Source: an optimization exercise on an open RTL-to-GDS flow (aim: small area, a short achievable clock period and few clock cycles per item). Production flows keep margins and buffers that such runs may drop. At most, simulation tests tie the RTL to the original design; equivalence was not proved. The RTL of run 1 was laid out without a check of its function. Power and IR drop assume default switching activity.

## design/flow/config.mk

```make
export PLATFORM = sky130hd
export DESIGN_NAME = uri_component_splitter_top
export DESIGN_NICKNAME = uri_component_splitter_top
export VERILOG_FILES = /design/flow/design.v
export SDC_FILE = /design/flow/constraint.sdc
export NUM_CORES = 4
export LEC_CHECK = 0
export CAP_MARGIN = 20
export CORE_MARGIN = 2
export CORE_UTILIZATION = 40
export CTS_CLUSTER_DIAMETER = 100
export CTS_CLUSTER_SIZE = 28
export SETUP_SLACK_MARGIN = 2.3
export SLEW_MARGIN = 20
```

## design/flow/constraint.sdc

```tcl
create_clock -name core_clock -period 5.0 [get_ports {clk}]
set_input_delay 1.0000 -clock core_clock [delete_from_list [all_inputs] [get_ports {clk}]]
set_output_delay 1.0000 -clock core_clock [all_outputs]
set_load 0.01 [all_outputs]
```

## design/flow/design.v

```verilog
`timescale 1ns / 1ps
package ucs_pkg;
  localparam int MAX_LEN_DEF = 4096;
  localparam int CH_W     = 8;
  localparam int OFS_W    = 13;
  localparam int PORT_W   = 16;
  localparam int NUM_COMP = 7;
  localparam logic [CH_W-1:0] CH_HASH  = 8'h23;
  localparam logic [CH_W-1:0] CH_QUEST = 8'h3F;
  localparam logic [CH_W-1:0] CH_SLASH = 8'h2F;
  localparam logic [CH_W-1:0] CH_COLON = 8'h3A;
  localparam logic [CH_W-1:0] CH_PLUS  = 8'h2B;
  localparam logic [CH_W-1:0] CH_MINUS = 8'h2D;
  localparam logic [CH_W-1:0] CH_DOT   = 8'h2E;
  localparam logic [CH_W-1:0] CH_ZERO  = 8'h30;
  localparam logic [CH_W-1:0] CH_NINE  = 8'h39;
  typedef struct packed {
    logic [NUM_COMP-1:0] mask;
    logic [OFS_W-1:0]    q;
    logic [OFS_W-1:0]    h;
    logic [OFS_W-1:0]    n;
    logic                has_host;
    logic                abs_flag;
    logic                frag_only_flag;
    logic                overflow;
  } ucs_snap_t;
  function automatic logic is_alpha(input logic [CH_W-1:0] c);
    is_alpha = ((c >= 8'h61 && c <= 8'h7A) || (c >= 8'h41 && c <= 8'h5A));
  endfunction
  function automatic logic is_digit(input logic [CH_W-1:0] c);
    is_digit = ((c >= CH_ZERO) && (c <= CH_NINE));
  endfunction
  function automatic logic is_scheme_char(input logic [CH_W-1:0] c);
    is_scheme_char = (is_alpha(c) || is_digit(c) || c == CH_PLUS || c == CH_MINUS || c == CH_DOT);
  endfunction
  function automatic logic [16:0] times10_plus(input logic [13:0] a, input logic [3:0] d);
    logic [16:0] x, y, z, sv, cv, g, p, gn, pn;
    x  = {a, 3'b000};
    y  = {2'b00, a, 1'b0};
    z  = {13'd0, d};
    sv = x ^ y ^ z;
    cv = {((x & y) | (x & z) | (y & z)), 1'b0};
    g  = sv & cv;
    p  = sv ^ cv;
    for (int dd = 1; dd < 17; dd = dd * 2) begin
      gn = g;
      pn = p;
      for (int i = dd; i < 17; i++) begin
        gn[i] = g[i] | (p[i] & g[i - dd]);
        pn[i] = p[i] & p[i - dd];
      end
      g = gn;
      p = pn;
    end
    times10_plus = (sv ^ cv) ^ {g[15:0], 1'b0};
  endfunction
endpackage
`timescale 1ns / 1ps
module ucs_parser (
  input  logic                     clk,
  input  logic                     rst,
  input  logic                     step,    
  input  logic                     clear,   
  input  logic [ucs_pkg::CH_W-1:0] ch,
  output ucs_pkg::ucs_snap_t       snap,
  output logic [ucs_pkg::OFS_W-1:0]  s_out,
  output logic [ucs_pkg::OFS_W-1:0]  l_out,
  output logic [ucs_pkg::OFS_W-1:0]  e_out,
  output logic [ucs_pkg::PORT_W-1:0] port_out,
  output logic                     port_ok,
  output logic                     in_auth,
  output logic                     in_auth_next,  
  input  logic [ucs_pkg::CH_W-1:0] ch_next,
  output logic                     auth_write_next,
  output logic                     s_write_next
);
  localparam int W = ucs_pkg::OFS_W;
  typedef enum logic [2:0] {
    M_START, M_SCHEME, M_AT_P, M_SLASH1, M_AUTH, M_PATH, M_QUERY, M_FRAG
  } mode_t;
  mode_t         mode, mode_n;
  logic [W-1:0]  pos;
  logic [W-1:0]  s_pos, l_pos, e_pos, q_pos, h_pos, p1;
  logic          absolute, frag_only, has_host, colon_seen;
  logic          has_path, has_query, has_frag, overflow;
  logic [16:0]   acc;       
  logic [2:0]    cnt;       
  logic          bad;
  logic is_hash, is_quest, is_slash, is_colon, is_al, is_dg, is_sc;
  assign is_hash  = (ch == ucs_pkg::CH_HASH);
  assign is_quest = (ch == ucs_pkg::CH_QUEST);
  assign is_slash = (ch == ucs_pkg::CH_SLASH);
  assign is_colon = (ch == ucs_pkg::CH_COLON);
  assign is_al    = ucs_pkg::is_alpha(ch);
  assign is_dg    = ucs_pkg::is_digit(ch);
  assign is_sc    = ucs_pkg::is_scheme_char(ch);
  assign p1 = pos + W'(1);
  logic live;   
  assign live = step && !pos[W-1];
  logic set_c, set_l, set_e, set_q, set_h, set_path, set_host, set_fonly;
  logic port_acc, port_bad;
  always_comb begin
    mode_n    = mode;
    set_c     = 1'b0;
    set_l     = 1'b0;
    set_e     = 1'b0;
    set_q     = 1'b0;
    set_h     = 1'b0;
    set_path  = 1'b0;
    set_host  = 1'b0;
    set_fonly = 1'b0;
    port_acc  = 1'b0;
    port_bad  = 1'b0;
    unique case (mode)
      M_START, M_AT_P: begin
        if (is_hash) begin
          set_h     = 1'b1;
          set_fonly = (mode == M_START);
          mode_n    = M_FRAG;
        end else if (is_quest) begin
          set_q  = 1'b1;
          mode_n = M_QUERY;
        end else if (mode == M_START && is_al) begin
          mode_n = M_SCHEME;
        end else if (is_slash) begin
          mode_n = M_SLASH1;
        end else begin
          set_path = 1'b1;
          mode_n   = M_PATH;
        end
      end
      M_SCHEME: begin
        if (is_colon) begin
          set_c  = 1'b1;
          mode_n = M_AT_P;
        end else if (!is_sc) begin
          set_path = 1'b1;
          mode_n   = M_PATH;
          if (is_quest) begin
            set_q  = 1'b1;
            mode_n = M_QUERY;
          end else if (is_hash) begin
            set_h  = 1'b1;
            mode_n = M_FRAG;
          end
        end
      end
      M_SLASH1: begin
        if (is_slash) begin
          set_host = 1'b1;
          mode_n   = M_AUTH;
        end else begin
          set_path = 1'b1;
          mode_n   = M_PATH;
          if (is_quest) begin
            set_q  = 1'b1;
            mode_n = M_QUERY;
          end else if (is_hash) begin
            set_h  = 1'b1;
            mode_n = M_FRAG;
          end
        end
      end
      M_AUTH: begin
        if (is_slash) begin
          set_e    = 1'b1;
          set_path = 1'b1;
          mode_n   = M_PATH;
        end else if (is_quest) begin
          set_e  = 1'b1;
          set_q  = 1'b1;
          mode_n = M_QUERY;
        end else if (is_hash) begin
          set_e  = 1'b1;
          set_h  = 1'b1;
          mode_n = M_FRAG;
        end else if (is_colon) begin
          set_l = 1'b1;
        end else if (colon_seen) begin
          if (!is_dg || cnt >= 3'd5) port_bad = 1'b1;
          else                       port_acc = 1'b1;
        end
      end
      M_PATH: begin
        if (is_quest) begin
          set_q  = 1'b1;
          mode_n = M_QUERY;
        end else if (is_hash) begin
          set_h  = 1'b1;
          mode_n = M_FRAG;
        end
      end
      M_QUERY: begin
        if (is_hash) begin
          set_h  = 1'b1;
          mode_n = M_FRAG;
        end
      end
      default: ;
    endcase
  end
  always_ff @(posedge clk) begin
    if (rst || clear) begin
      mode       <= M_START;
      pos        <= '0;
      absolute   <= 1'b0;
      frag_only  <= 1'b0;
      has_host   <= 1'b0;
      colon_seen <= 1'b0;
      has_path   <= 1'b0;
      has_query  <= 1'b0;
      has_frag   <= 1'b0;
      overflow   <= 1'b0;
    end else if (step) begin
      if (pos[W-1]) begin
        overflow <= 1'b1;
      end else begin
        pos  <= p1;
        mode <= mode_n;
        if (set_c)     absolute   <= 1'b1;
        if (set_fonly) frag_only  <= 1'b1;
        if (set_host)  has_host   <= 1'b1;
        if (set_l)     colon_seen <= 1'b1;
        if (set_path)  has_path   <= 1'b1;
        if (set_q)     has_query  <= 1'b1;
        if (set_h)     has_frag   <= 1'b1;
      end
    end
  end
  always_ff @(posedge clk) begin
    if (live && (set_c || set_host)) s_pos <= p1;
    if (live && set_l) l_pos <= p1;
    if ((live && set_e) || (clear && mode == M_AUTH)) e_pos <= pos;
    if (live && set_q) q_pos <= p1;
    if (live && set_h) h_pos <= p1;
    if (live && set_l) begin
      acc  <= '0;
      cnt  <= '0;
      bad  <= 1'b0;
    end else if (live && port_bad) begin
      bad <= 1'b1;
    end else if (live && port_acc) begin
      acc <= ucs_pkg::times10_plus(acc[13:0], ch[3:0]);
      cnt <= cnt + 3'd1;
    end
  end
  always_comb begin
    snap.mask = {1'b1, has_frag, has_query,
                 has_path || mode == M_SCHEME || mode == M_SLASH1,
                 colon_seen, has_host, absolute};
    snap.q          = q_pos;
    snap.h          = h_pos;
    snap.n          = pos;
    snap.has_host   = has_host;
    snap.abs_flag       = absolute;
    snap.frag_only_flag = frag_only;
    snap.overflow       = overflow;
  end
  assign s_out    = s_pos;
  assign l_out    = l_pos;
  assign e_out    = e_pos;
  assign port_out = acc[15:0];
  assign port_ok  = !bad && cnt != 3'd0 && !acc[16];
  assign in_auth  = (mode == M_AUTH);
  assign in_auth_next = !(rst || clear) && (live ? (mode_n == M_AUTH) : in_auth);
  mode_t mode_next;
  assign mode_next = (rst || clear) ? M_START : (live ? mode_n : mode);
  assign s_write_next = ((mode_next == M_SCHEME) && (ch_next == ucs_pkg::CH_COLON)) ||
                        ((mode_next == M_SLASH1) && (ch_next == ucs_pkg::CH_SLASH));
  assign auth_write_next = (ch_next == ucs_pkg::CH_SLASH) || (ch_next == ucs_pkg::CH_QUEST) ||
                           (ch_next == ucs_pkg::CH_HASH)  || (ch_next == ucs_pkg::CH_COLON) ||
                           (colon_seen || (live && set_l));
endmodule
`timescale 1ns / 1ps
module ucs_emit (
  input  logic                        clk,
  input  logic                        rst,
  input  logic                        load,
  input  ucs_pkg::ucs_snap_t          snap_in,
  input  logic [ucs_pkg::OFS_W-1:0]   s_in,
  input  logic [ucs_pkg::OFS_W-1:0]   l_in,
  input  logic [ucs_pkg::OFS_W-1:0]   e_in,
  input  logic [ucs_pkg::PORT_W-1:0]  port_in,
  input  logic                        port_valid,
  output logic                        free,
  output logic                        le_busy,
  output logic                        le_busy_next,   
  output logic                        s_busy_next,    
  output logic                        rec_valid,
  input  logic                        rec_ready,
  output logic [2:0]                  rec_component,
  output logic [ucs_pkg::OFS_W-1:0]   rec_start_offset,
  output logic [ucs_pkg::OFS_W-1:0]   rec_length,
  output logic [ucs_pkg::PORT_W-1:0]  rec_port_value,
  output logic                        rec_abs_flag,
  output logic                        rec_frag_only_flag,
  output logic                        rec_overflow,
  output logic                        rec_last
);
  localparam int W = ucs_pkg::OFS_W;
  ucs_pkg::ucs_snap_t           snap;
  logic [ucs_pkg::NUM_COMP-1:0] pending;    
  logic [ucs_pkg::NUM_COMP-1:0] sel;        
  logic [ucs_pkg::NUM_COMP-1:0] after_sel, sel_after, sel_load;
  logic                         busy;       
  logic [2:0]                   sel_comp;
  logic                         out_valid;
  logic                         advance;
  logic                         port_ok;    
  function automatic logic [ucs_pkg::NUM_COMP-1:0] lowest(input logic [ucs_pkg::NUM_COMP-1:0] m);
    lowest = m & (~m + ucs_pkg::NUM_COMP'(1));
  endfunction
  assign sel       = lowest(pending);
  assign after_sel = pending & ~sel;
  assign sel_after = lowest(after_sel);
  assign sel_load  = lowest(snap_in.mask);
  always_comb begin
    sel_comp = 3'd6;
    for (int i = ucs_pkg::NUM_COMP - 1; i >= 0; i--) begin
      if (sel[i]) sel_comp = 3'(i);
    end
  end
  assign advance = busy && (!out_valid || rec_ready);
  assign free    = !busy || (sel[6] && advance);
  typedef struct packed {
    logic b_s, b_l, b_e, b_q, b_h;
    logic s_s, s_l, s_e, s_q, s_h, s_n;
    logic two, ci;
  } pick_t;
  function automatic pick_t pick_of(input logic [ucs_pkg::NUM_COMP-1:0] r,
                                    input logic [ucs_pkg::NUM_COMP-1:0] p,
                                    input logic hh, input logic ab);
    pick_t x;
    x.b_s = r[1] | (r[3] & !hh & ab);
    x.b_l = r[2];
    x.b_e = r[3] & hh;
    x.b_q = r[4];
    x.b_h = r[5];
    x.s_s = r[0];
    x.s_l = r[1] & p[2];
    x.s_e = (r[1] & !p[2]) | r[2];
    x.s_q = r[3] & p[4];
    x.s_h = (r[3] & !p[4] & p[5]) | (r[4] & p[5]);
    x.s_n = (r[3] & !p[4] & !p[5]) | (r[4] & !p[5]) | r[5] | r[6];
    x.two = r[0] & hh;
    x.ci  = x.s_e | x.s_n;
    pick_of = x;
  endfunction
  pick_t pick;
  logic [W-1:0] base, stop, len;
  assign base = ({W{pick.b_s}} & s_in) | ({W{pick.b_l}} & l_in) | ({W{pick.b_e}} & e_in) |
                ({W{pick.b_q}} & snap.q) | ({W{pick.b_h}} & snap.h);
  assign stop = ({W{pick.s_s}} & s_in) | ({W{pick.s_l}} & l_in) | ({W{pick.s_e}} & e_in) |
                ({W{pick.s_q}} & snap.q) | ({W{pick.s_h}} & snap.h) | ({W{pick.s_n}} & snap.n);
  logic [W:0] len_x;
  assign len_x = {stop, 1'b1} + {~(base | {{(W-2){1'b0}}, pick.two, 1'b0}), pick.ci};
  assign len   = len_x[W:1];
  always_ff @(posedge clk) begin
    if (rst) begin
      pending   <= '0;
      busy      <= 1'b0;
      pick      <= '0;
      out_valid <= 1'b0;
    end else begin
      if (load) begin
        pending <= snap_in.mask;
        busy    <= 1'b1;
        pick    <= pick_of(sel_load, snap_in.mask, snap_in.has_host, snap_in.abs_flag);
      end else if (advance) begin
        pending <= after_sel;
        busy    <= !sel[6];
        pick    <= pick_of(sel_after, after_sel, snap.has_host, snap.abs_flag);
      end
      if (advance)        out_valid <= 1'b1;
      else if (rec_ready) out_valid <= 1'b0;
    end
  end
  always_ff @(posedge clk) begin
    if (load) snap <= snap_in;
    if (advance) begin
      rec_component      <= sel_comp;
      rec_start_offset   <= base;
      rec_length         <= len;
      rec_abs_flag       <= snap.abs_flag;
      rec_frag_only_flag <= snap.frag_only_flag;
      rec_overflow       <= snap.overflow;
    end
  end
  logic port_ok_next, out_valid_next, hh_next;
  logic [ucs_pkg::NUM_COMP-1:0] pending_next;
  assign port_ok_next   = (advance & sel[2] & port_valid) | (!advance & port_ok);
  assign out_valid_next = !rst && (advance || (out_valid && !rec_ready));
  assign pending_next   = rst ? '0 : load ? snap_in.mask : advance ? after_sel : pending;
  assign hh_next        = load ? snap_in.has_host : snap.has_host;
  assign s_busy_next    = pending_next[0] || pending_next[1] || (pending_next[3] && !hh_next);
  assign le_busy_next   = pending_next[1] || pending_next[2] || (pending_next[3] && hh_next) ||
                          (out_valid_next && port_ok_next);
  always_ff @(posedge clk) port_ok <= port_ok_next;
  assign le_busy = pending[1] || pending[2] || (pending[3] && snap.has_host) ||
                   (out_valid && port_ok);
  assign rec_port_value = port_ok ? port_in : '0;
  assign rec_last       = rec_component[2] && rec_component[1];    
  assign rec_valid      = out_valid;
endmodule
`timescale 1ns / 1ps
module uri_component_splitter_top #(
  parameter int MAX_LEN = ucs_pkg::MAX_LEN_DEF
) (
  input  logic              clk,
  input  logic              rst,
  input  logic              uri_valid,
  output logic              uri_ready,
  input  logic [ucs_pkg::CH_W-1:0]   uri_ch,
  input  logic              uri_end_of_uri,
  output logic              rec_valid,
  input  logic              rec_ready,
  output logic [2:0]        rec_component,
  output logic [ucs_pkg::OFS_W-1:0]  rec_start_offset,
  output logic [ucs_pkg::OFS_W-1:0]  rec_length,
  output logic [ucs_pkg::PORT_W-1:0] rec_port_value,
  output logic              rec_abs_flag,
  output logic              rec_frag_only_flag,
  output logic              rec_overflow,
  output logic              rec_last
);
  ucs_pkg::ucs_snap_t snap;
  logic [ucs_pkg::OFS_W-1:0]  s_pos, l_pos, e_pos;
  logic      s_write_next, s_busy_next;
  logic [ucs_pkg::PORT_W-1:0] port_value;
  logic      port_ok;
  logic      in_auth, le_busy, in_auth_next, le_busy_next;
  logic      ready;      
  logic      free;
  logic      waiting;    
  logic      consume, ended, load;
  logic                      in_v, in_eou;
  logic [ucs_pkg::CH_W-1:0]  in_ch;
  logic in_v_next, waiting_next, in_eou_next, auth_write_next;
  logic [ucs_pkg::CH_W-1:0] in_ch_next;
  assign consume   = in_v && ready;
  assign uri_ready = ready;
  assign ended     = consume && in_eou;
  assign load      = free && (ended || waiting);
  assign in_v_next    = !rst && (ready ? uri_valid : in_v);
  assign waiting_next = !rst && (ended || waiting) && !free;
  always_ff @(posedge clk) begin
    in_v    <= in_v_next;
    waiting <= waiting_next;
    ready   <= !in_v_next ||
               (!waiting_next && !(!in_eou_next &&
                                   ((in_auth_next && le_busy_next && auth_write_next) ||
                                    (s_write_next && s_busy_next))));
  end
  assign in_ch_next  = ready ? uri_ch : in_ch;
  assign in_eou_next = ready ? uri_end_of_uri : in_eou;
  always_ff @(posedge clk) begin
    in_ch  <= in_ch_next;
    in_eou <= in_eou_next;
  end
  ucs_parser u_parser (
    .clk      (clk),
    .rst      (rst),
    .step     (consume && !in_eou),
    .clear    (load),
    .ch       (in_ch),
    .snap     (snap),
    .l_out    (l_pos),
    .e_out    (e_pos),
    .port_out (port_value),
    .port_ok  (port_ok),
    .in_auth  (in_auth),
    .in_auth_next (in_auth_next),
    .ch_next         (in_ch_next),
    .auth_write_next (auth_write_next),
    .s_write_next    (s_write_next),
    .s_out    (s_pos)
  );
  ucs_emit u_emit (
    .clk        (clk),
    .rst        (rst),
    .load       (load),
    .snap_in    (snap),
    .s_in       (s_pos),
    .l_in       (l_pos),
    .e_in       (e_pos),
    .port_in    (port_value),
    .port_valid (port_ok),
    .free       (free),
    .le_busy    (le_busy),
    .le_busy_next (le_busy_next),
    .s_busy_next  (s_busy_next),
    .rec_valid          (rec_valid),
    .rec_ready          (rec_ready),
    .rec_component      (rec_component),
    .rec_start_offset   (rec_start_offset),
    .rec_length         (rec_length),
    .rec_port_value     (rec_port_value),
    .rec_abs_flag       (rec_abs_flag),
    .rec_frag_only_flag (rec_frag_only_flag),
    .rec_overflow       (rec_overflow),
    .rec_last           (rec_last)
  );
endmodule
```

## design/flow/run.sh

```bash
#!/bin/bash
# synth_recipe.tcl (not shown) runs the flow's synth.tcl, then flattens the netlist and writes it again
# the make line also repeats each setting of config.mk as NAME=value (left out here)
make -C /OpenROAD-flow-scripts/flow DESIGN_CONFIG=/design/flow/config.mk WORK_HOME=/design/flow/orfs CLKGATE_MAP_FILE= SYNTH_SCRIPT=/design/flow/synth_recipe.tcl finish
```

==> impl_metrics.yaml, run 1 <==
power:
  power_frac_comb_pct: 12.3
  leakagePower_nw: 4.86
  p_sw_share_pct: 24.1
  power_switching_uw: 850
  seqPwrFrac_pct: 57.0
  power_density_nw_per_um2: 276
  p_int_mw: 2.67
  ir_drop_mv: 0.234
  p_clk_share_pct: 30.7
sta:
  worst_pin_slew_ps: 865
  fmax_mhz: 325
  slew_headroom_pct: 40.7
  drv_slew: 0
  finalSetupTns_ps: 0
  setup_violations: 0
  setup_ws_ps: 1920
  period_share_pct: 61.5
  finalCriticalPeriod_ps: 3080
  skew_ps: 12.1
  rsz0062_at_grt: "yes"
  hold_viol_final: 0
critical_path:
  crit_type: "flip-flop to flip-flop"
  regToRegStartpoint: "u_parser.e_pos[0]$_DFFE_PP_"
  endpoint_kind: "flip-flop"
  critPathArrivalTime_ps: 3300
  r2r-end: "u_emit.rec_length[12]$_DFFE_PP_"
  crit_path_start: "u_parser.e_pos[0]$_DFFE_PP_"
  r2r_cells: 11
  startpoint_type: "flip-flop"
  crit_fanout: 2
  crit_path_end: "u_emit.rec_length[12]$_DFFE_PP_"
  rrSetupSlack_ps: 1920
  worstPathRequired_ps: 5220
clocking:
  clk_pin_slew_worst_paths_ps: 110
  clock_sinks: 220
  cts_root_buf: "clkbuf_16"
  clockBufferDepth: 3
  numCtsBuffers: 12
  cts_tree: "yes"
  cts_hold_buf: 0
  clock_latency_ps: 470
  htree_num_levels: 1
layout:
  num_antenna_cells: 0
  syn2layout_area_growth_pct: 20.5
  layout_commonest_cell: "edfxtp_1"
  drive_gt1_share_pct: 16.1
  layout_common_cells: "140 x edfxtp_1, 120 x nand2_1, 77 x nor2_1"
  nets: 1152
yosys:
  yosys_warnings: 3
  yosysSeqAreaShare_pct: 54.7
  syn_avg_cell_area_um2: 10.6
  syn_area_um2: 10600
  synth_top_area_share_pct: 39.6
  synthArstFlopShare_pct: 0
  synth_edf_count: 140
  synth.distinct_cells: 74
  synth_cells: 1001
  synth_area_leaders: "edfxtp_1 40%, dfxtp_1 15%, ha_1 5.5%, nand2_1 4.2%, a22oi_1 3.7%"
  syn_nets: 1064
  ys_ff_latch: 220
  yosysTopAreaCell: "edfxtp_1"
  ys.flop_type: "edfxtp_1"
route:
  finalWirelength_um: 26000
  first_iter_violations: 537
  firstDrtPassIters: 5
  wire_per_inst_um: 18.2
  viasPerCell: 5.49
  route.detailed.drc: 0
  dr_total_vias: 7855
  final_antenna_net_count: 0
global_route:
  antenna_found_initial: 0
  grt_first_pass_wirelength_um: 41700
  grtUsageTotal_pct: 18.5
  grt_pass1_vias: 7771
  grt-ovfl-total: 0
  grt_max_degree: 33
floorplan:
  die_h_um: 167
  fp.dieW_um: 167
  io_pins: 64
  die-area_um2: 27900
  row_count: 59
  core_area_um2: 26100
  initial_core_util_pct: 40.7
hold_path:
  holdCritPathClass: "flip-flop to flip-flop"
  min_from: "u_parser.h_pos[10]$_DFFE_PP_"
flow_run:
  cap_violations: 0
placement:
  dp_hpwl_um: 17700
  buffer_ports.inserted: 63
  place_ws_ps: 1280
  gp_congestion: 0.886
status:
  outcome: "finished clean"
synth_stat cells (all sizes together), types with 3 or more instances:
cell type	n
mux2	7
xor2	18
and3	8
a31oi	12
xnor2	29
o22ai	4
a31o	3
nor2	84
a22oi	52
nor3	22
mux2i	6
nand2	120
dfxtp	80
a21oi	69
a21boi	3
nand3	32
o211ai	4
a2111oi	4
inv	42
a222oi	3
a211oi	6
or4	3
edfxtp	140
clkbuf	43
nand4	14
ha	47
a211o	3
or3	13
a311oi	3
o21ai	23
nand2b	10
or2	7
fa	3
a21o	6
nor2b	5
and2	20
o31ai	10
buf	9
final cells by class:
| type | instances | area, um2 |
|---|---|---|
| fillers | 2378 | 13300 |
| flip-flops and latches | 220 | 5860 |
| multi-input cells | 686 | 4710 |
| repair buffers | 125 | 1220 |
| well taps | 335 | 419 |
| clock buffers | 15 | 333 |
| inverters | 43 | 191 |
| clock inverters | 5 | 45.0 |
| repair inverters | 1 | 8.76 |
kinds of logic (layout without fill, tap and decap cells):
family | after synthesis | in the layout | synth area share (%)
and+or+nand+nor | 347 | 347 | 15.5
xor gates and xnor gates | 47 | 47 | 3.88
DFF | 220 | 220 | 54.7
muxes | 13 | 13 | 1.34
AOI/OAI and AO/OA | 228 | 228 | 14.6
buffers and inverters | 95 | 189 | 3.77
adders and majority gates | 51 | 51 | 6.20
worst min-delay path by stage:
stage | end | slack [ps] | depth (start not counted)
after floorplan | u_emit.rec_frag_only_flag$_DFFE_PP_ | 400 | 0
after global placement | u_emit.snap[17]$_DFFE_PP_ | 400 | 0
after detailed placement | u_emit.snap[17]$_DFFE_PP_ | 400 | 0
after CTS | u_emit.snap[29]$_DFFE_PP_ | 430 | 0
after global routing | u_emit.snap[17]$_DFFE_PP_ | 430 | 0
final | u_emit.snap[27]$_DFFE_PP_ | 420 | 0
sequential cells by signal (all words and copies together), names as in the netlist, 3 cells and up:
| register | count |
|---|---|
| u_parser.q_pos | 13 |
| u_parser.h_pos | 13 |
| u_emit.rec_component | 3 |
| u_parser.cnt | 3 |
| u_parser.s_pos | 13 |
| u_parser.pos | 13 |
| in_ch | 8 |
| u_parser.e_pos | 13 |
| u_emit.rec_start_offset | 13 |
| u_parser.l_pos | 13 |
| u_parser.mode | 3 |
| u_parser.acc | 17 |
| u_emit.pending | 7 |
| u_emit.pick | 13 |
| u_emit.snap | 43 |
| u_emit.rec_length | 13 |
power by group through the flow:
stage	sequential (mW)	clock, mW	combinational (mW)
final	2.01	1.08	0.433
after CTS	2.01	1.12	0.409
after detailed placement	2.06	0	0.363
after global placement	2.06	0	0.356
after floorplan	2.04	0	0.265
after global routing	2.01	1.18	0.475
worst max-delay path, stage by stage, from the launching register on:
cell and delay (ps):
edfxtp_1 440, a22oi_1 210, nand3_2 110, ha_1 300, a21o_1 180, a21o_1 220
a2111oi_4 370, o31ai_2 120, or4_4 430, a31o_2 250, a21oi_2 140, xnor2_1 70
per-layer routing:
| metal | global-route usage, % | vias to the layer above | part of all wire [%] |
|---|---|---|---|
| met5 | 0 | - | 0 |
| met4 | 4.80 | 0 | 2.2 |
| met3 | 2.12 | 44 | 3.9 |
| met2 | 31.7 | 221 | 49 |
| met1 | 24.8 | 3761 | 45 |
| li1 | - | 3829 | - |
metrics by stage:
stage / util [%] / area, um2 / total power, mW / hold slack [ps] / cells
6_report: 49.1 / 12800 / 3.52 / 420 / 1430
4_1_cts: 48.0 / 12500 / 3.54 / 429 / 1416
3_5_place_dp: 44.8 / 11700 / 2.42 / 405 / 1366
3_3_place_gp: 44.8 / 11700 / 2.41 / 401 / 1366
5_1_grt: 49.1 / 12800 / 3.67 / 435 / 1430
2_1_floorplan: - / 10700 / 2.30 / 400 / 1001
timing repair:
item,4_1_cts,5_1_grt
pin swaps,22,34
gates cloned,2,0
resized for setup,61,45
setup endpoints to repair,107,24
setup buffers,28,14
hold endpoints to repair,0,0
==> run 2, diff against run 1 <==
--- a/design/flow/design.v
+++ b/design/flow/design.v
@@ -74,3 +74,4 @@
   output logic                     auth_write_next,
-  output logic                     s_write_next
+  output logic                     s_write_next,
+  input  logic                     s_busy
 );
@@ -83,2 +84,4 @@
   logic [W-1:0]  s_pos, l_pos, e_pos, q_pos, h_pos, p1;
+  logic          s_two;     
+  logic          at0, at1;  
   logic          absolute, frag_only, has_host, colon_seen;
@@ -202,2 +205,7 @@
   always_ff @(posedge clk) begin
+    if (rst)                                 s_two <= 1'b0;
+    else if (live && (set_c || set_host))    s_two <= s_busy && at1;
+    else if (!s_busy)                        s_two <= 1'b0;
+  end
+  always_ff @(posedge clk) begin
     if (rst || clear) begin
@@ -230,3 +238,4 @@
   always_ff @(posedge clk) begin
-    if (live && (set_c || set_host)) s_pos <= p1;
+    if (live && (set_c || set_host) && !(s_busy && at1)) s_pos <= p1;
+    else if (s_two && !s_busy)                                   s_pos <= W'(2);
     if (live && set_l) l_pos <= p1;
@@ -267,4 +276,12 @@
   assign mode_next = (rst || clear) ? M_START : (live ? mode_n : mode);
-  assign s_write_next = ((mode_next == M_SCHEME) && (ch_next == ucs_pkg::CH_COLON)) ||
-                        ((mode_next == M_SLASH1) && (ch_next == ucs_pkg::CH_SLASH));
+  logic at0_next, at1_next;
+  assign at0_next = (rst || clear) || (!live && at0);
+  assign at1_next = !(rst || clear) && (live ? at0 : at1);
+  always_ff @(posedge clk) begin
+    at0 <= at0_next;
+    at1 <= at1_next;
+  end
+  assign s_write_next = (((mode_next == M_SCHEME) && (ch_next == ucs_pkg::CH_COLON)) ||
+                         ((mode_next == M_SLASH1) && (ch_next == ucs_pkg::CH_SLASH))) &&
+                        !at1_next;
   assign auth_write_next = (ch_next == ucs_pkg::CH_SLASH) || (ch_next == ucs_pkg::CH_QUEST) ||
@@ -288,2 +305,3 @@
   output logic                        s_busy_next,    
+  output logic                        s_busy,
   output logic                        rec_valid,
@@ -394,2 +412,3 @@
   assign hh_next        = load ? snap_in.has_host : snap.has_host;
+  assign s_busy         = pending[0] || pending[1] || (pending[3] && !snap.has_host);
   assign s_busy_next    = pending_next[0] || pending_next[1] || (pending_next[3] && !hh_next);
@@ -427,3 +446,3 @@
   logic [ucs_pkg::OFS_W-1:0]  s_pos, l_pos, e_pos;
-  logic      s_write_next, s_busy_next;
+  logic      s_write_next, s_busy_next, s_busy;
   logic [ucs_pkg::PORT_W-1:0] port_value;
@@ -475,2 +494,3 @@
     .s_write_next    (s_write_next),
+    .s_busy          (s_busy),
     .s_out    (s_pos)
@@ -491,2 +511,3 @@
     .s_busy_next  (s_busy_next),
+    .s_busy       (s_busy),
     .rec_valid          (rec_valid),
--- a/design/flow/config.mk
+++ b/design/flow/config.mk
@@ -9,3 +9,3 @@
 export CORE_MARGIN = 2
-export CORE_UTILIZATION = 40
+export CORE_UTILIZATION = 55
 export CTS_CLUSTER_DIAMETER = 100
==> run 2 against run 1 <==
Effect of this change:
- still clean
- non-clock buffer count down 24
- total power up 5.4%
- die area down 24%
- first-iteration DRC count up 30%
- clock-buffer cell count up 2
- largest cell class unchanged
==> impl_metrics.yaml, run 2 <==
status:
  outcome: "finished clean"
clocking:
  cts_tree: "yes"
  clk_pin_slew_worst_paths_ps: 110
  cts_root_buf: "clkbuf_16"
  clockBufferDepth: 3
  htree_num_levels: 1
  numCtsBuffers: 12
  clock_sinks: 223
  clock_latency_ps: 480
route:
  final_antenna_net_count: 0
  firstDrtPassIters: 5
  finalWirelength_um: 27500
  wire_per_inst_um: 19.8
  route.detailed.drc: 0
  dr_total_vias: 8404
  viasPerCell: 6.07
  first_iter_violations: 697
yosys:
  ys.flop_type: "edfxtp_1"
  syn_area_um2: 11000
  yosysMostFrequentCell: "edfxtp_1"
  ys_ff_latch: 223
  synth_cells: 1052
  syn_avg_cell_area_um2: 10.5
  synth_area_leaders: "edfxtp_1 38%, dfxtp_1 15%, ha_1 5.3%, nand2_1 4.3%, a22oi_1 3.5%"
  synth.distinct_cells: 79
  syn_nets: 1115
  yosysTopAreaCell: "edfxtp_1"
  synth_top_area_share_pct: 38.2
  yosys_warnings: 3
  synth_common_cells: "140 x edfxtp_1, 125 x nand2_1, 83 x dfxtp_1"
  yosysSeqAreaShare_pct: 53.3
  synth_edf_count: 140
  synthArstFlopShare_pct: 0
critical_path:
  regToRegStartpoint: "u_emit.pick[8]$_SDFFE_PP0P_"
  crit_fanout: 14
  crit_type: "flip-flop to flip-flop"
  worstPathRequired_ps: 5230
  critPathArrivalTime_ps: 3020
  endpoint_kind: "flip-flop"
  r2r_cells: 12
  crit_path_start: "u_emit.pick[8]$_SDFFE_PP0P_"
  startpoint_type: "flip-flop"
sta:
  rsz0062_at_grt: "yes"
  fmax_mhz: 358
  slew_headroom_pct: 52.1
  setup_violations: 0
  skew_ps: 20.1
  whs_ps: 421
  drv_slew: 0
  finalSetupTns_ps: 0
  period_share_pct: 55.9
  finalCriticalPeriod_ps: 2790
  worst_pin_slew_ps: 700
  hold_viol_final: 0
power:
  ir_drop_mv: 0.316
  leakagePower_nw: 4.70
  power_density_nw_per_um2: 291
floorplan:
  initial_core_util_pct: 56.4
  io_pins: 64
  fp.dieW_um: 146
  die-area_um2: 21200
  core_area_um2: 19500
  die_h_um: 146
  row_count: 51
placement:
  gp_congestion: 0.878
  dp_hpwl_um: 17800
  buffer_ports.inserted: 63
layout:
  nets: 1177
  layout_common_cells: "140 x edfxtp_1, 122 x nand2_1, 72 x nor2_1"
  regArea_um2: 5920
  syn2layout_area_growth_pct: 15.8
  layout_commonest_cell: "edfxtp_1"
  multi_input_area_um2: 4990
  top_register: "u_emit.snap"
  fillCellCount: 1594
  reg_top3: "u_emit.snap (43), u_parser.acc (17)"
  drive_gt1_share_pct: 12.7
  num_antenna_cells: 0
  largest_register_ff_count: 43
hold_path:
  min_from: "u_parser.h_pos[6]$_DFFE_PP_"
  whs_path_depth: 0
  holdCritPathClass: "flip-flop to flip-flop"
global_route:
  antenna_found_initial: 0
  grt_pass1_vias: 7905
  grt_first_pass_wirelength_um: 42500
  grt_max_degree: 45
  grt-ovfl-total: 0
  grtUsageTotal_pct: 24.9
flow_run:
  cap_violations: 0
-- run 2: changes by cell type after synthesis, sizes merged, moves of 7 or more --
| cell | previous run | this run |
|---|---|---|
| buf | 9 | 17 |
| clkbuf | 43 | 36 |
| nor2 | 84 | 73 |
| nor2b | 5 | 18 |
| or2 | 7 | 14 |
-- run 2: path summary, 6_finish.rpt --
path / end / slack [ps]
min: u_emit.snap[23]$_DFFE_PP_ / 420
max reg2reg: u_emit.rec_length[12]$_DFFE_PP_ / 2210
min reg2reg: u_emit.snap[23]$_DFFE_PP_ / 420
max: u_emit.rec_length[12]$_DFFE_PP_ / 2210
-- run 2: area by class of cell --
cell class,count,share of cell area [%]
Multi-Input combinational cell,737,39.1
Clock inverter,3,0.275
Timing Repair Buffer,101,7.77
Tap cell,265,2.60
Inverter,39,1.18
Clock buffer,17,2.67
Sequential cell,223,46.4
-- run 2: report_power, final --
part | internal [mW] | leakage (nW) | switching [mW] | total, mW
logic | 0.261 | 2.57 | 0.300 | 0.561
registers | 2.01 | 1.95 | 0.0551 | 2.06
clock network | 0.496 | 0.175 | 0.594 | 1.09
total | 2.76 | 4.70 | 0.949 | 3.71
-- run 2: kinds of logic (layout without fill, tap and decap cells) --
logic type / Yosys count / in the layout / share of synthesized area, %
multiplexers: 14 / 14 / 1.34
buffers and inverters: 92 / 160 / 3.41
flip-flops: 223 / 223 / 53.3
AND/OR/NAND/NOR: 385 / 385 / 17.3
adder cells (fa/ha/maj): 51 / 51 / 5.98
XOR/XNOR: 45 / 45 / 3.58
AO/OA/AOI/OAI: 242 / 242 / 15.1
-- run 2: timing repair --
item / CTS / global route
gates resized for setup: 43 / 48
pin swaps: 15 / 30
hold buffers: 0 / 0
setup endpoints to repair: 124 / 104
setup buffers: 11 / 16
-- run 2: through the flow --
step | area, um2 | power (mW) | worst slack, ps | util (%) | std cells
final | 12800 | 3.71 | 2210 | 65.3 | 1385
after global routing | 12800 | 3.86 | 2090 | 65.3 | 1385
after floorplan | 11000 | 2.42 | 2330 | - | 1052
after detailed placement | 11900 | 2.57 | 1260 | 60.7 | 1338
after CTS | 12400 | 3.67 | 2210 | 63.6 | 1369
after global placement | 11900 | 2.56 | 1350 | 60.7 | 1338
-- run 2: layer usage --
metal | share of wire (%) | vias to the layer above | GRT usage, %
met5 | 0 | - | 0
met4 | 2.3 | 0 | 5.98
met3 | 7.5 | 50 | 3.51
met2 | 46 | 350 | 40.2
met1 | 44 | 4025 | 35.8
li1 | - | 3979 | -
-- run 2: worst max-delay path, cell delays in order (launching register included) --
cell	delay, ps
dfxtp_2	470
a222oi_1	310
nand2_1	210
nor2_1	130
ha_1	270
buf_4	150
buf_6	110
a21oi_4	140
nand2b_4	160
a211oi_4	70
o31ai_2	290
nand4b_1	140
nand4_1	70
Testbench counts of run 2, summed over its fixed seeds: cycles 95,248, items 94,275.
==> run 3, diff against run 2 <==
--- a/design/flow/config.mk
+++ b/design/flow/config.mk
@@ -9,3 +9,3 @@
 export CORE_MARGIN = 2
-export CORE_UTILIZATION = 55
+export CORE_UTILIZATION = 40
 export CTS_CLUSTER_DIAMETER = 100
==> run 3 against run 2 <==
Effect of this change:
- still clean
- flip-flop and latch count unchanged
- first-iteration DRC count decreased by 7.6%
- design area up 0.26%
- via count is 3.2% lower
- largest cell class unchanged
- largest power group unchanged
- highest routed layer unchanged
==> impl_metrics.yaml, run 3 <==
status:
  outcome: "finished clean"
critical_path:
  cp.buffers_inverters: 1
  critPathArrivalTime_ps: 2880
  slowest_delay_ps: 480
  startpoint_type: "flip-flop"
  slowest_stage: "edfxtp_1"
  endpoint_kind: "flip-flop"
  r2r_cells: 11
  worstPathRequired_ps: 5220
  cp.depth: 11
  critPathTopFamily: "compound AO/OA/AOI/OAI gates"
  path_cells: "a22oi_1, and4_1, inv_1, fa_2, nor2b_4, o21ai_4, a21boi_2, o211ai_1, a21oi_2, nor3_2, xnor2_1"
  crit_fanout: 3
  crit_type: "flip-flop to flip-flop"
layout:
  reg_top3: "u_emit.snap (43), u_parser.acc (17)"
  drive_gt1_share_pct: 12.1
  nets: 1173
  top_register: "u_emit.snap"
  largest_register_ff_count: 43
  postLayoutCoreUtil_pct: 47.3
  layout_commonest_cell: "edfxtp_1"
  num_antenna_cells: 0
  fillCellCount: 2510
  layout_common_cells: "140 x edfxtp_1, 123 x nand2_1, 73 x nor2_1"
  final_area_um2: 12800
  syn2layout_area_growth_pct: 16.1
yosys:
  synth_top_area_share_pct: 38.2
  ys.flop_type: "edfxtp_1"
  yosysMostFrequentCell: "edfxtp_1"
  synth_area_leaders: "edfxtp_1 38%, dfxtp_1 15%, ha_1 5.3%, nand2_1 4.3%, a22oi_1 3.5%"
  syn_nets: 1115
  yosysTopAreaCell: "edfxtp_1"
  ys_ff_latch: 223
  yosysSeqAreaShare_pct: 53.3
  synth_common_cells: "140 x edfxtp_1, 125 x nand2_1, 83 x dfxtp_1"
  syn_area_um2: 11000
  synthArstFlopShare_pct: 0
  synth_cells: 1052
  synth.distinct_cells: 79
  synth_edf_count: 140
  syn_avg_cell_area_um2: 10.5
  yosys_warnings: 3
sta:
  setup_violations: 0
  period_share_pct: 53.2
  rsz0062_at_grt: "yes"
  worst_pin_slew_ps: 707
  slew_headroom_pct: 52.9
  whs_ps: 428
  drv_slew: 0
  finalCriticalPeriod_ps: 2660
  fmax_mhz: 376
  skew_ps: 29.1
  finalSetupTns_ps: 0
  hold_viol_final: 0
power:
  power_mw: 3.73
  leakagePower_nw: 4.90
  ir_drop_mv: 0.175
  power_density_nw_per_um2: 291
clocking:
  cts_root_buf: "clkbuf_16"
  clock_latency_ps: 490
  cts_hold_buf: 0
  cts_tree: "yes"
  htree_num_levels: 1
  clockBufferDepth: 3
  numCtsBuffers: 12
  clock_sinks: 223
  clk_pin_slew_worst_paths_ps: 100
route:
  first_iter_violations: 644
  final_antenna_net_count: 0
  wire_per_inst_um: 18.1
  route.detailed.drc: 0
  viasPerCell: 5.58
  finalWirelength_um: 26400
  firstDrtPassIters: 5
  dr_total_vias: 8133
floorplan:
  die_h_um: 170
  io_pins: 64
  core_area_um2: 27000
  row_count: 60
  fp.dieW_um: 170
  initial_core_util_pct: 40.7
  die-area_um2: 28900
hold_path:
  holdCritPathClass: "flip-flop to flip-flop"
  whs_path_depth: 0
placement:
  placed_area_um2: 11900
  gp_congestion: 0.849
  buffer_ports.inserted: 63
  dp_hpwl_um: 18000
global_route:
  grt_max_degree: 40
  grt_pass1_vias: 7735
  antenna_found_initial: 0
  grtUsageTotal_pct: 18.1
  grt-ovfl-total: 0
  grt_first_pass_wirelength_um: 42100
flow_run:
  cap_violations: 0
[run 3: cell counts after synthesis]
No cell type changed its count.
[run 3: final cells by class]
type / instances / area (um2) / share of cell area (%)
Clock buffer: 18 / 387 / 3.02
Multi-Input combinational cell: 737 / 4940 / 38.6
Sequential cell: 223 / 5910 / 46.2
Inverter: 39 / 153 / 1.19
Timing Repair Buffer: 97 / 953 / 7.45
Tap cell: 341 / 427 / 3.34
Clock inverter: 2 / 25.0 / 0.196
[run 3: cell families (layout without fill, tap and decap cells)]
| family | count (synthesis) | in the layout | synth area share (%) |
|---|---|---|---|
| AO/OA/AOI/OAI | 242 | 242 | 15.1 |
| XOR/XNOR | 45 | 45 | 3.58 |
| adder cells (fa/ha/maj) | 51 | 51 | 5.98 |
| buffers and inverters | 92 | 156 | 3.41 |
| flip-flops | 223 | 223 | 53.3 |
| multiplexers | 14 | 14 | 1.34 |
| AND/OR/NAND/NOR | 385 | 385 | 17.3 |
[run 3: final timing paths]
| kind | from | endpoint | slack, ps |
|---|---|---|---|
| worst max-delay path | u_parser.l_pos[0]$_DFFE_PP_ | u_emit.rec_length[9]$_DFFE_PP_ | 2340 |
| worst min-delay path | u_parser.h_pos[2]$_DFFE_PP_ | u_emit.snap[19]$_DFFE_PP_ | 430 |
| worst max register to register | u_parser.l_pos[0]$_DFFE_PP_ | u_emit.rec_length[9]$_DFFE_PP_ | 2340 |
| worst min register to register | u_parser.h_pos[2]$_DFFE_PP_ | u_emit.snap[19]$_DFFE_PP_ | 430 |
[run 3: report_power, final]
| group | total [mW] | switching, mW | internal (mW) | leakage (nW) |
|---|---|---|---|---|
| registers | 2.06 | 0.0554 | 2.01 | 1.95 |
| clock network | 1.16 | 0.599 | 0.556 | 0.202 |
| logic | 0.506 | 0.266 | 0.240 | 2.74 |
| total | 3.73 | 0.921 | 2.80 | 4.90 |
[run 3: stage by stage]
stage               setup WS, ps  std cells
floorplan                   2330       1052
global placement            1300       1413
detailed placement          1220       1413
CTS                         2240       1436
global route                2180       1457
finish                      2340       1457
[run 3: timing repair]
| item | CTS | global route |
|---|---|---|
| gates cloned | 0 | 0 |
| pin swaps | 4 | 19 |
| buffers inserted | 3 | 21 |
| resized for setup | 43 | 46 |
| setup endpoints to repair | 115 | 79 |
[run 3: layer usage]
layer	wire length [um]	GRT usage [%]
met2	12100	29.6
met3	1680	2.51
met4	403	4.16
met1	12200	25.6
met5	0	0
==> run 4, diff against run 3 <==
--- a/design/flow/config.mk
+++ b/design/flow/config.mk
@@ -9,3 +9,3 @@
 export CORE_MARGIN = 2
-export CORE_UTILIZATION = 40
+export CORE_UTILIZATION = 70
 export CTS_CLUSTER_DIAMETER = 100
==> run 4 against run 3 <==
Effect of this change:
- still clean on timing, DRC and antenna
- total power decreased by 4.7%
- flip-flop and latch count unchanged
- design area decreased by 2.6%
- clock-buffer cell count decreased by 1
- clock skew decreased by 5.0 ps
- register-to-register slack improved by 30 ps
- via count increased by 3.8%
- non-clock buffer count decreased by 1
==> impl_metrics.yaml, run 4 <==
sta:
  worst_pin_slew_ps: 691
  skew_ps: 24.0
  rsz0062_at_grt: "yes"
  period_share_pct: 52.7
  finalCriticalPeriod_ps: 2640
  fmax_mhz: 379
  setup_violations: 0
  drv_slew: 0
  setup_ws_ps: 2360
  hold_viol_final: 0
  slew_headroom_pct: 53.9
  finalSetupTns_ps: 0
layout:
  final_cells: 1323
  reg_top3: "u_emit.snap (43), u_parser.acc (17)"
  num_antenna_cells: 0
  layout_common_cells: "140 x edfxtp_1, 123 x nand2_1, 73 x nor2_1"
  layout_commonest_cell: "edfxtp_1"
  top_register: "u_emit.snap"
  nets: 1171
  syn2layout_area_growth_pct: 13.1
  final_area_um2: 12500
  largest_register_ff_count: 43
  drive_gt1_share_pct: 11.1
  fillCellCount: 965
yosys:
  yosysMostFrequentCell: "edfxtp_1"
  synth.distinct_cells: 79
  yosys_warnings: 3
  synth_edf_count: 140
  syn_nets: 1115
  synth_top_area_share_pct: 38.2
  syn_avg_cell_area_um2: 10.5
  yosysSeqAreaShare_pct: 53.3
  synth_area_leaders: "edfxtp_1 38%, dfxtp_1 15%, ha_1 5.3%, nand2_1 4.3%, a22oi_1 3.5%"
  synth_cells: 1052
  ys.flop_type: "edfxtp_1"
  synth_common_cells: "140 x edfxtp_1, 125 x nand2_1, 83 x dfxtp_1"
  ys_ff_latch: 223
  yosysTopAreaCell: "edfxtp_1"
  syn_area_um2: 11000
  synthArstFlopShare_pct: 0
floorplan:
  fp.dieW_um: 129
  io_pins: 64
  die-area_um2: 16800
  core_area_um2: 15300
  die_h_um: 129
  initial_core_util_pct: 71.9
  row_count: 45
critical_path:
  r2r_cells: 11
  crit_type: "flip-flop to primary output"
  crit_fanout: 18
  startpoint_type: "flip-flop"
  critPathArrivalTime_ps: 1640
  worstPathRequired_ps: 4000
  endpoint_kind: "primary output"
flow_run:
  cap_violations: 0
global_route:
  grt-ovfl-total: 0
  grtUsageTotal_pct: 30.8
  antenna_found_initial: 0
  grt_first_pass_wirelength_um: 40600
  grt_pass1_vias: 7977
  grt_max_degree: 42
route:
  dr_total_vias: 8446
  firstDrtPassIters: 6
  first_iter_violations: 930
  wire_per_inst_um: 19.7
  final_antenna_net_count: 0
  viasPerCell: 6.38
  finalWirelength_um: 26100
  route.detailed.drc: 0
clocking:
  clock_latency_ps: 470
  clockBufferDepth: 3
  cts_root_buf: "clkbuf_16"
  clk_pin_slew_worst_paths_ps: 110
  cts_tree: "yes"
  htree_num_levels: 1
  numCtsBuffers: 11
  clock_sinks: 223
hold_path:
  whs_path_depth: 0
  holdCritPathClass: "flip-flop to flip-flop"
power:
  leakagePower_nw: 4.53
  ir_drop_mv: 0.338
  power_density_nw_per_um2: 285
status:
  outcome: "finished clean"
placement:
  dp_hpwl_um: 17200
  place_ws_ps: 1280
  placed_area_um2: 11800
  place_inst: 1283
  gp_congestion: 0.918
  buffer_ports.inserted: 63
## run 4: cell count changes in the layout (fill, tap and decap cells not counted), sizes merged
| cell | before | now |
|---|---|---|
| buf | 34 | 32 |
| clkdlybuf4s50 | 47 | 63 |
| inv | 39 | 38 |
| clkinv | 1 | 0 |
| dlymetal6s2s | 16 | 0 |
## run 4: through the flow
stage / hold slack [ps] / util (%) / total power [mW]
2_1_floorplan: 400 / - / 2.42
3_3_place_gp: 400 / 76.9 / 2.56
3_5_place_dp: 405 / 76.9 / 2.57
4_1_cts: 418 / 79.8 / 3.52
5_1_grt: 429 / 81.4 / 3.67
6_report: 419 / 81.4 / 3.55
## run 4: final timing paths
| check | end | startpoint | slack, ps |
|---|---|---|---|
| setup / recovery | rec_port_value[15] | u_emit.port_ok$_DFF_P_ | 2360 |
| hold / removal | u_emit.snap[35]$_DFFE_PP_ | u_parser.q_pos[5]$_DFFE_PP_ | 420 |
| setup reg to reg | u_emit.rec_length[11]$_DFFE_PP_ | u_emit.pick[9]$_SDFFE_PP0P_ | 2370 |
| hold reg to reg | u_emit.snap[35]$_DFFE_PP_ | u_parser.q_pos[5]$_DFFE_PP_ | 420 |
## run 4: cell families after synthesis
kind of cell	count (synthesis)	share of synthesized area [%]
simple gates	385	17.3
compound gates	242	15.1
flops	223	53.3
buf+inv	92	3.41
fa+ha+maj	51	5.98
xor+xnor	45	3.58
mux	14	1.34
## run 4: repair_timing
item	4_1_cts	5_1_grt
hold buffers	0	0
buffers inserted	4	19
pin swaps	8	14
gates resized for setup	42	28
setup endpoints to repair	107	31
## run 4: layer usage
layer / GRT usage, % / wire length, um
met2: 50.0 / 12200
met1: 44.6 / 10900
met3: 3.43 / 2440
met4: 8.86 / 615
met5: 0 / 0
## run 4: area by class of cell
cell class                 instances  area (um2)  share of cell area (%)
clock buffer                      17         298                    2.39
sequential                       223        5920                    47.5
timing repair buffer              96         890                    7.14
multi-input combinational        737        4930                    39.6
inverter                          39         153                    1.23
tap                              211         264                    2.12
## run 4: power breakdown
part	switching [mW]	internal, mW	leakage, nW
Combinational	0.288	0.241	2.43
Sequential	0.0562	2.01	1.96
Clock	0.541	0.417	0.143
## run 4: worst max-delay path: stages, from the launching register on
cell and delay [ps]:
dfxtp_4 460, and2_1 160, clkdlybuf4s50_1 540
==> run 5, diff against run 4 <==
--- a/design/flow/config.mk
+++ b/design/flow/config.mk
@@ -12,2 +12,3 @@
 export CTS_CLUSTER_SIZE = 28
+export PLACE_DENSITY = 0.8
 export SETUP_SLACK_MARGIN = 2.3
==> run 5 against run 4 <==
Effect of this change:
- flip-flop and latch count unchanged
- sequential power about the same
- critical path depth did not move
- combinational power hardly changed
- routed wire length unchanged
- first-iteration DRC count stayed put
- global-route usage is the same
- total power did not move
- final cell count unchanged
- critical endpoint unchanged
==> impl_metrics.yaml, run 5 <==
floorplan:
  initial_core_util_pct: 71.9
  core_area_um2: 15300
  die_h_um: 129
  fp.dieW_um: 129
  row_count: 45
  io_pins: 64
  die-area_um2: 16800
critical_path:
  crit_type: "flip-flop to primary output"
  crit_fanout: 18
  slowest_stage: "clkdlybuf4s50_1"
  critPathArrivalTime_ps: 1640
  worstPathRequired_ps: 4000
  critPathTopFamily: "buffers and inverters"
  r2r_cells: 11
  path_cells: "and2_1, clkdlybuf4s50_1"
  cp.buffers_inverters: 1
  cp.depth: 2
  slowest_delay_ps: 540
  startpoint_type: "flip-flop"
  endpoint_kind: "primary output"
route:
  wire_per_inst_um: 19.7
  first_iter_violations: 930
  wl_met1_um: 10900
  viasPerCell: 6.38
  dr_total_vias: 8446
  final_antenna_net_count: 0
  met3_length_um: 2440
  firstDrtPassIters: 6
  route.met2.wl_um: 12200
  route.detailed.drc: 0
  topRoutingLayerUsed: "met4"
  finalWirelength_um: 26100
power:
  leakagePower_nw: 4.53
  power_density_nw_per_um2: 285
  p_clk_share_pct: 27.0
  seqPwrFrac_pct: 58.1
  ir_drop_mv: 0.338
  p_int_mw: 2.66
  p_sw_share_pct: 24.9
  power_switching_uw: 885
  power_frac_comb_pct: 14.9
layout:
  multi_input_area_um2: 4930
  num_antenna_cells: 0
  reg_top3: "u_emit.snap (43), u_parser.acc (17)"
  layout_commonest_cell: "edfxtp_1"
  layout_common_cells: "140 x edfxtp_1, 123 x nand2_1, 73 x nor2_1"
  largest_register_ff_count: 43
  drive_gt1_share_pct: 11.1
  syn2layout_area_growth_pct: 13.1
  top_register: "u_emit.snap"
  nets: 1171
  fillCellCount: 965
  regArea_um2: 5920
yosys:
  syn_nets: 1115
  ys.flop_type: "edfxtp_1"
  synth_common_cells: "140 x edfxtp_1, 125 x nand2_1, 83 x dfxtp_1"
  ys_ff_latch: 223
  synth.distinct_cells: 79
  yosysSeqAreaShare_pct: 53.3
  synth_top_area_share_pct: 38.2
  yosysMostFrequentCell: "edfxtp_1"
  syn_avg_cell_area_um2: 10.5
  syn_area_um2: 11000
  synth_cells: 1052
  synthArstFlopShare_pct: 0
  yosys_warnings: 3
  synth_edf_count: 140
  yosysTopAreaCell: "edfxtp_1"
  synth_area_leaders: "edfxtp_1 38%, dfxtp_1 15%, ha_1 5.3%, nand2_1 4.3%, a22oi_1 3.5%"
placement:
  buffer_ports.inserted: 63
  dp_hpwl_um: 17200
  gp_congestion: 0.918
  place_ws_ps: 1280
sta:
  rsz0062_at_grt: "yes"
  slew_headroom_pct: 53.9
  period_share_pct: 52.7
  finalSetupTns_ps: 0
  setup_ws_ps: 2360
  worst_pin_slew_ps: 691
  finalCriticalPeriod_ps: 2640
  skew_ps: 24.0
  hold_viol_final: 0
  drv_slew: 0
  fmax_mhz: 379
  setup_violations: 0
clocking:
  clock_latency_ps: 470
  cts_hold_buf: 0
  cts_tree: "yes"
  cts_root_buf: "clkbuf_16"
  clock_sinks: 223
  numCtsBuffers: 11
  clockBufferDepth: 3
  htree_num_levels: 1
  clk_pin_slew_worst_paths_ps: 110
flow_run:
  cap_violations: 0
global_route:
  grt_pass1_vias: 7977
  antenna_found_initial: 0
  grt-ovfl-total: 0
  grt_first_pass_wirelength_um: 40600
  grt_max_degree: 42
  grtUsageTotal_pct: 30.8
hold_path:
  holdCritPathClass: "flip-flop to flip-flop"
  whs_path_depth: 0
status:
  outcome: "finished clean"
==> run 5: cell type report <==
| type | count | share of cell area (%) |
|---|---|---|
| clock buffers | 17 | 2.39 |
| inverters | 39 | 1.23 |
| well taps | 211 | 2.12 |
| multi-input cells | 737 | 39.6 |
| repair buffers | 96 | 7.14 |
| flip-flops and latches | 223 | 47.5 |
==> run 5: worst paths after layout <==
path,endpoint,startpoint,slack (ps)
hold reg to reg,u_emit.snap[35]$_DFFE_PP_,u_parser.q_pos[5]$_DFFE_PP_,420
setup / recovery,rec_port_value[15],u_emit.port_ok$_DFF_P_,2360
hold / removal,u_emit.snap[35]$_DFFE_PP_,u_parser.q_pos[5]$_DFFE_PP_,420
setup reg to reg,u_emit.rec_length[11]$_DFFE_PP_,u_emit.pick[9]$_SDFFE_PP0P_,2370
==> run 5: timing repair <==
item                                    CTS  global route
gates resized for setup                  42            28
endpoints found under the setup margin  107            31
buffers inserted                          4            19
pin swaps                                 8            14
==> run 5: per-stage QoR <==
stage | power, mW | instance area (um2) | hold slack, ps | instances | util [%]
after floorplan | 2.42 | 11000 | 400 | 1052 | -
after global placement | 2.56 | 11800 | 400 | 1283 | 76.9
after detailed placement | 2.57 | 11800 | 405 | 1283 | 76.9
after CTS | 3.52 | 12200 | 418 | 1304 | 79.8
after global routing | 3.67 | 12500 | 429 | 1323 | 81.4
final | 3.55 | 12500 | 419 | 1323 | 81.4
==> run 5: kinds of logic after synthesis <==
logic type               after synthesis  share of synthesized area (%)
AND/OR/NAND/NOR                      385                           17.3
flip-flops                           223                           53.3
multiplexers                          14                           1.34
AO/OA/AOI/OAI                        242                           15.1
adder cells (fa/ha/maj)               51                           5.98
XOR/XNOR                              45                           3.58
buffers and inverters                 92                           3.41
==> run 5: worst register-to-register path: cells and delay by family (launching register included) <==
family | cells | cell delay (ps)
fa+ha+maj | 1 | 280
simple gates | 3 | 400
xor+xnor | 1 | 90
flops | 1 | 420
compound gates | 6 | 1190
==> run 5: power by group through the flow <==
stage,Clock (mW),Combinational [mW],Sequential (mW)
floorplan,0,0.339,2.08
CTS,0.965,0.485,2.07
global route,1.03,0.574,2.07
global placement,0,0.451,2.10
finish,0.959,0.529,2.06
detailed placement,0,0.464,2.11
==> run 5: routing by layer <==
layer	global-route usage, %	vias up
li1	-	3960
met1	44.6	3987
met2	50.0	433
met3	3.43	66
met4	8.86	0
met5	0	-
==> run 6, diff against run 5 <==
--- a/design/flow/config.mk
+++ b/design/flow/config.mk
@@ -12,4 +12,3 @@
 export CTS_CLUSTER_SIZE = 28
-export PLACE_DENSITY = 0.8
-export SETUP_SLACK_MARGIN = 2.3
+export SETUP_SLACK_MARGIN = 2.4
 export SLEW_MARGIN = 20
==> run 6 against run 5 <==
Effect of this change:
- worst hold slack lost 2.4 ps
- clock power about the same
- final cell count rose by 1.4%
- sequential share of layout area shrank 1.1 points
- still clean on timing, DRC and antenna
- total power increased by 1.6%
- largest power group unchanged
==> impl_metrics.yaml, run 6 <==
status:
  outcome: "finished clean"
placement:
  gp_congestion: 0.903
  buffer_ports.inserted: 63
  place_inst: 1282
  dp_hpwl_um: 17600
global_route:
  grt_pass1_vias: 8249
  busiest_layer: "met2"
  grt-ovfl-total: 0
  use_met3_pct: 5.90
  grt_first_pass_wirelength_um: 42600
  grtUsageTotal_pct: 32.7
  use_met1_pct: 44.0
  grt_max_degree: 43
  met2_usage_pct: 54.9
  antenna_found_initial: 1
yosys:
  synth.distinct_cells: 79
  synth_area_leaders: "edfxtp_1 38%, dfxtp_1 15%, ha_1 5.3%, nand2_1 4.3%, a22oi_1 3.5%"
  synth_cells: 1052
  syn_nets: 1115
  synth_common_cells: "140 x edfxtp_1, 125 x nand2_1, 83 x dfxtp_1"
  synth_top_area_share_pct: 38.2
  yosysTopAreaCell: "edfxtp_1"
  ys.flop_type: "edfxtp_1"
  syn_avg_cell_area_um2: 10.5
  yosysMostFrequentCell: "edfxtp_1"
  synth_edf_count: 140
  yosys_warnings: 3
  ys_ff_latch: 223
  syn_area_um2: 11000
  synthArstFlopShare_pct: 0
  yosysSeqAreaShare_pct: 53.3
clocking:
  htree_num_levels: 1
  cts_tree: "yes"
  clk_pin_slew_worst_paths_ps: 110
  clock_sinks: 223
  cts_root_buf: "clkbuf_16"
  clockBufferDepth: 3
  clock_latency_ps: 470
  numCtsBuffers: 11
layout:
  drive_gt1_share_pct: 14.2
  syn2layout_area_growth_pct: 16.0
  postLayoutCoreUtil_pct: 83.4
  layout_commonest_cell: "edfxtp_1"
  layout_common_cells: "140 x edfxtp_1, 122 x nand2_1, 72 x nor2_1"
  final_cells: 1342
  num_antenna_cells: 0
  top_register: "u_emit.snap"
  largest_register_ff_count: 43
  reg_top3: "u_emit.snap (43), u_parser.acc (17)"
  nets: 1190
floorplan:
  die_h_um: 129
  fp.dieW_um: 129
  die-area_um2: 16800
  row_count: 45
  io_pins: 64
  core_area_um2: 15300
  initial_core_util_pct: 71.9
sta:
  worst_pin_slew_ps: 688
  finalCriticalPeriod_ps: 2760
  rsz0062_at_grt: "yes"
  finalSetupTns_ps: 0
  period_share_pct: 55.2
  skew_ps: 14.1
  fmax_mhz: 362
  setup_violations: 0
  drv_slew: 0
  slew_headroom_pct: 54.1
  hold_viol_final: 0
route:
  firstDrtPassIters: 8
  finalWirelength_um: 28000
  route.detailed.drc: 0
  wire_per_inst_um: 20.9
  viasPerCell: 6.56
  dr_total_vias: 8797
  first_iter_violations: 1090
  final_antenna_net_count: 0
critical_path:
  critPathArrivalTime_ps: 2980
  startpoint_type: "flip-flop"
  endpoint_kind: "flip-flop"
  crit_type: "flip-flop to flip-flop"
  crit_fanout: 14
  worstPathRequired_ps: 5220
power:
  power_density_nw_per_um2: 282
  ir_drop_mv: 0.280
  leakagePower_nw: 4.79
flow_run:
  cap_violations: 0
hold_path:
  holdCritPathClass: "flip-flop to flip-flop"
[run 6: cell counts after synthesis]
No cell type changed its count.
[run 6: power by group]
part	total (mW)	switching [mW]	leakage, nW	internal [mW]
Clock	0.957	0.540	0.143	0.417
Combinational	0.591	0.318	2.69	0.273
Sequential	2.06	0.0533	1.96	2.01
[run 6: what timing repair did]
action,in CTS,in global routing
gates cloned,2,0
resized for setup,75,45
pin swaps,19,24
setup endpoints to repair,144,52
setup buffers,31,10
hold buffers,0,0
[run 6: worst max-delay path, stage by stage, from the launching register on]
cell and delay, ps:
dfxtp_4 440, a22oi_1 240, nand4_1 270, inv_1 150, ha_1 280, or2_2 290, a21oi_1 250, a211oi_2 100
o31ai_2 270, nand4b_1 150, nand4_1 70
[run 6: path summary, 6_finish.rpt]
path / slack [ps] / depth (start not counted) / endpoint / start
setup / recovery: 2240 / 10 / u_emit.rec_length[12]$_DFFE_PP_ / u_emit.pick[10]$_SDFFE_PP0P_
hold / removal: 420 / 0 / u_emit.snap[32]$_DFFE_PP_ / u_parser.q_pos[2]$_DFFE_PP_
setup reg to reg: 2240 / 10 / u_emit.rec_length[12]$_DFFE_PP_ / u_emit.pick[10]$_SDFFE_PP0P_
hold reg to reg: 420 / 0 / u_emit.snap[32]$_DFFE_PP_ / u_parser.q_pos[2]$_DFFE_PP_
[run 6: logic make-up after synthesis]
group           share of synthesized area, %
simple gates                            17.3
flops                                   53.3
fa+ha+maj                               5.98
xor+xnor                                3.58
compound gates                          15.1
buf+inv                                 3.41
mux                                     1.34
[run 6: final cells by class]
| type | count | area, um2 |
|---|---|---|
| Multi-Input combinational cell | 737 | 5050 |
| Inverter | 39 | 155 |
| Timing Repair Buffer | 114 | 1080 |
| Timing Repair inverter | 1 | 7.51 |
| Fill cell | 881 | 2540 |
| Sequential cell | 223 | 5930 |
| Clock buffer | 17 | 298 |
| Tap cell | 211 | 264 |
[run 6: metrics by stage]
step / setup slack (ps) / hold slack (ps) / area, um2 / power (mW)
floorplan: 2410 / 400 / 11100 / 2.42
global placement: 1480 / 401 / 11800 / 2.55
detailed placement: 1380 / 405 / 11800 / 2.56
CTS: 2260 / 420 / 12500 / 3.54
global route: 2080 / 432 / 12800 / 3.71
finish: 2240 / 416 / 12800 / 3.61
[run 6: routing by layer]
metal / up-vias / wire [um]
met5: - / 13
li1: 4001 / -
met4: 2 / 859
met1: 4150 / 10800
met2: 554 / 13400
met3: 90 / 2910

## separate check: timing with driven ports
The flow's constraints put no driver on any port. The routed layouts listed below were extracted and timed again, unchanged, in two steps. Step 1: set_driving_cell puts a clkbuf_16 on clk and a buf_2 on each other input, an assumption about the parent block. Step 2 moves the port delays by t, midway between the first and last clock arrival at a register: inputs arrive t later, outputs are due t later. That takes back most of the time a late clock gives input paths. a / b / c = no drivers / after step 1 / after step 2; a / b = the first two.
| run | t, ns | setup slack, ns | clock arrival spread, ns | pins driven straight from the clock port |
|---|---|---|---|---|
| run 1 | 0.514 | 1.925 / 1.925 / 1.923 | 0.012 / 0.012 | 1 |
| run 2 | 0.516 | 2.207 / 2.207 / 1.867 | 0.021 / 0.020 | 1 |
| run 3 | 0.518 | 2.338 / 2.338 / 1.890 | 0.030 / 0.029 | 1 |
| run 4 | 0.498 | 2.363 / 2.323 / 1.882 | 0.024 / 0.024 | 1 |
| run 5 | 0.498 | 2.363 / 2.323 / 1.882 | 0.024 / 0.024 | 1 |
| run 6 | 0.503 | 2.240 / 2.240 / 2.082 | 0.014 / 0.014 | 1 |
After both steps every run listed still meets setup and hold.
